Source: an optimization exercise on an open RTL-to-GDS flow (aim: small area, a short achievable clock period and few clock cycles per item). Production flows keep margins and buffers that such runs may drop.
Function was checked by simulation only, so behaviour that the tests miss may differ from the original.
No activity file was given, so power comes from the tool's default toggle rates.

## run A
## calendar_time_to_rtc_registers_unit
module calendar_time_to_rtc_registers_unit (
    input  wire logic                 i_clk,
    input  wire logic                 i_rst_n,
    input  wire logic                 i_in_valid,
    output logic                      o_in_stall,
    input  wire logic [37:0]          i_in_item,
    output logic                      o_out_valid,
    input  wire logic                 i_out_stall,
    output logic      [41:0]          o_out_item
);
Settings: LEC_CHECK=0, CAP_MARGIN=20, CORE_MARGIN=2, CORE_UTILIZATION=40, SLEW_MARGIN=20; clock period 6.0 ns.
standard.sh (not shown) runs the stock make flow with config.mk's settings and CLKGATE_MAP_FILE= SYNTH_SCRIPT=/design/flow/synth_recipe.tcl, a recipe that flattens the netlist after the stock synthesis.
==> flow/flow/run.sh <==
#!/bin/bash
# Layout flow: the standard synthesis; then the combinational logic is
# mapped again by ABC (registers, their names and cell types are kept as the
# standard synthesis made them): the cones that drive the outputs with one
# delay target, the rest with another; then the standard layout from
# floorplan to finish, with the settings in params.sh.
set -euo pipefail
F=$(pwd)/flow
R=orfs/results/$FLOW_PLATFORM/calendar_time_to_rtc_registers_unit/base
LIB=$FLOW_HOME/platforms/$FLOW_PLATFORM/lib/sky130_fd_sc_hd__tt_025C_1v80.lib
D_OUT=1200
D_IN=2000
SIZE=0
FINISH_ARGS=()
[ -f $F/params.sh ] && source $F/params.sh

bash standard.sh synth > synth.log 2>&1

cp $R/1_2_yosys.v std_1_2_yosys.v
python3 $F/mkcells.py $LIB std_1_2_yosys.v cells.v > mkcells.log 2>&1
mkscript() {  # delay target, output file
  local sz=""
  [ "$SIZE" = 1 ] && sz="buffer -p\nupsize -D $1\ndnsize -D $1"
  sed -e "s/@D@/$1/" -e "s/@SIZE@/$sz/" $F/map.abc.in > $2
}
mkscript $D_OUT map_out.abc
mkscript $D_IN map_in.abc
FF=$(grep -o "sky130_fd_sc_hd__[a-z0-9_]*df[a-z0-9_]*" std_1_2_yosys.v | sort -u | sed 's/^/:-/' | tr -d '\n')
ABC="abc -liberty $LIB $(cat $F/du.txt) -constr $F/abc.constr"
yosys -l resynth.log -p "read_verilog cells.v; read_verilog std_1_2_yosys.v; hierarchy -top $FLOW_TOP; flatten; techmap; opt -fast -purge; select -set outc o:o_out_item o:o_in_stall %u o:o_out_valid %u %ci*$FF; select -set outg @outc t:\$_* %i; $ABC -script map_out.abc @outg; select -clear; $ABC -script map_in.abc; opt_clean -purge; hilomap -singleton -hicell sky130_fd_sc_hd__conb_1 HI -locell sky130_fd_sc_hd__conb_1 LO; insbuf -buf sky130_fd_sc_hd__buf_4 A X; splitnets; opt_clean -purge; hierarchy -top $FLOW_TOP; stat -liberty $LIB; write_verilog -noattr -noexpr -nohex -nodec -selected resynth.v" > /dev/null 2>&1
python3 $F/checkregs.py std_1_2_yosys.v resynth.v > checkregs.log 2>&1
cp resynth.v $R/1_2_yosys.v
rm -f $R/1_synth.odb $R/1_synth.sdc
bash standard.sh "${FINISH_ARGS[@]}" finish > finish.log 2>&1
==> flow/flow/params.sh <==
SIZE=1
D_OUT=1200
D_IN=2000
FINISH_ARGS=(BUFFER_PORTS_ARGS="-buffer_cell sky130_fd_sc_hd__buf_2")
Other scripts of this flow, unchanged in this note and not shown: flow/flow/abc.constr, flow/flow/checkregs.py, flow/flow/du.txt, flow/flow/map.abc.in, flow/flow/mkcells.py
Run A has completed all stages; timing, DRC and antenna checks passed.
Testbench counts of run A, summed over its fixed seeds: cycles 16,008, items 16,000.
Relative to run A, the following input files were edited for run B:
==> flow/flow/params.sh <==
SIZE=0
D_OUT=1200
D_IN=2000
FINISH_ARGS=(BUFFER_PORTS_ARGS="-buffer_cell sky130_fd_sc_hd__buf_2" SETUP_SLACK_MARGIN=2.5)
Notes after the runs:
First-pass GRT wire length (higher): run B. Comparing the two runs side by side, run B comes out behind run A on final routed wirelength across all metal layers. Run B vs run A: total routing resource utilization after global routing up in run B. Per the final summary, run B finished and its layout is clean on timing, DRC and antenna.
diff inputs: run B => run C
--- a/flow/flow/params.sh
+++ b/flow/flow/params.sh
@@ -1 +1 @@
-SIZE=0
+SIZE=1
==> comparison <==
- Run C — post-cts gate resize count 18 lower, run B as reference
- Shortest period the worst path allows on run C is ahead of run B.
- Run C: first-pass GRT wire length is 530 um lower than what run B reported.
- Synthesized instance count: lower on run B
The inputs of run D differ from those of run C as listed below.
==> flow/flow/params.sh <==
SIZE=1
D_OUT=1200
D_IN=2000
FINISH_ARGS=(BUFFER_PORTS_ARGS="-buffer_cell sky130_fd_sc_hd__buf_1" SETUP_SLACK_MARGIN=2.5)
Findings:
- In the flow results for run D and run C, the layout overhead on the synthesized area is larger on run C.
- In run D the post-route cell area turned out 45 um2 lower than in run C.
- Between run D and run C, the difference in global-route usage over all layers is negligible.
For run E, these inputs were changed with respect to run D:
Settings: PLACE_DENSITY: unset -> 0.75; CORE_UTILIZATION: 40 -> 55.
==> flow/flow/params.sh <==
SIZE=1
D_OUT=1200
D_IN=2000
FINISH_ARGS=(BUFFER_PORTS_ARGS="-buffer_cell sky130_fd_sc_hd__buf_2" SETUP_SLACK_MARGIN=2.5)
--- outcome ---
Post-CTS repair timing setup buffer count in run E vs run D: down 1. Leakage power: run E > run D. Lower total global-route track usage was reported by run D, not run E. As of run E, combined area of the multi-input logic cells had risen slightly compared to run D. The higher setup slack of run D and run E is in run D. Taking run D over run E, the total power ratio works out to 1.05. Between run D and run E, the flow reports total half-perimeter wirelength after legalization and detailed placement decreasing by a few percent. Going from run D to run E, non-clock buffer count shrinks by 8. Diff run D -> run E: relative contribution of combinational cells to total power moved up; total detailed-routing wirelength moved down; clock network area share moved down.

## re-timing with driven ports
Ports are ideal in the flow. The routed layouts listed here were re-timed in OpenROAD. Step 1: set_driving_cell puts a clkbuf_16 on i_clk and a buf_2 on each other input, an assumption about the parent block. Step 2 adds t to the input delays and takes it off the output delays; t is the mean of the earliest and latest rising clock arrival at the registers after step 1. Input paths then give back, and output paths get back, about the clock's delay inside the block. Slacks: ideal / step 1 / step 2; pairs: ideal / step 1.
run	t (ns)	slack for setup (ns)	worst setup path at the end	slew at the worst register clock pin (ns)
run A	0.332	2.405 / 2.414 / 2.082	input to register	0.10 / 0.10
run B	0.331	2.608 / 2.573 / 2.351	input to register	0.09 / 0.09
run C	0.322	2.675 / 2.643 / 2.354	input to register	0.09 / 0.09
run D	0.324	2.627 / 2.597 / 2.375	input to register	0.09 / 0.09
run E	0.341	2.539 / 2.550 / 2.209	input to register	0.10 / 0.10
After both steps setup and hold are still met in every run listed. The setup slack of run E, which loses most, moves by +0.011 ns with the drivers and by -0.330 ns with both steps.
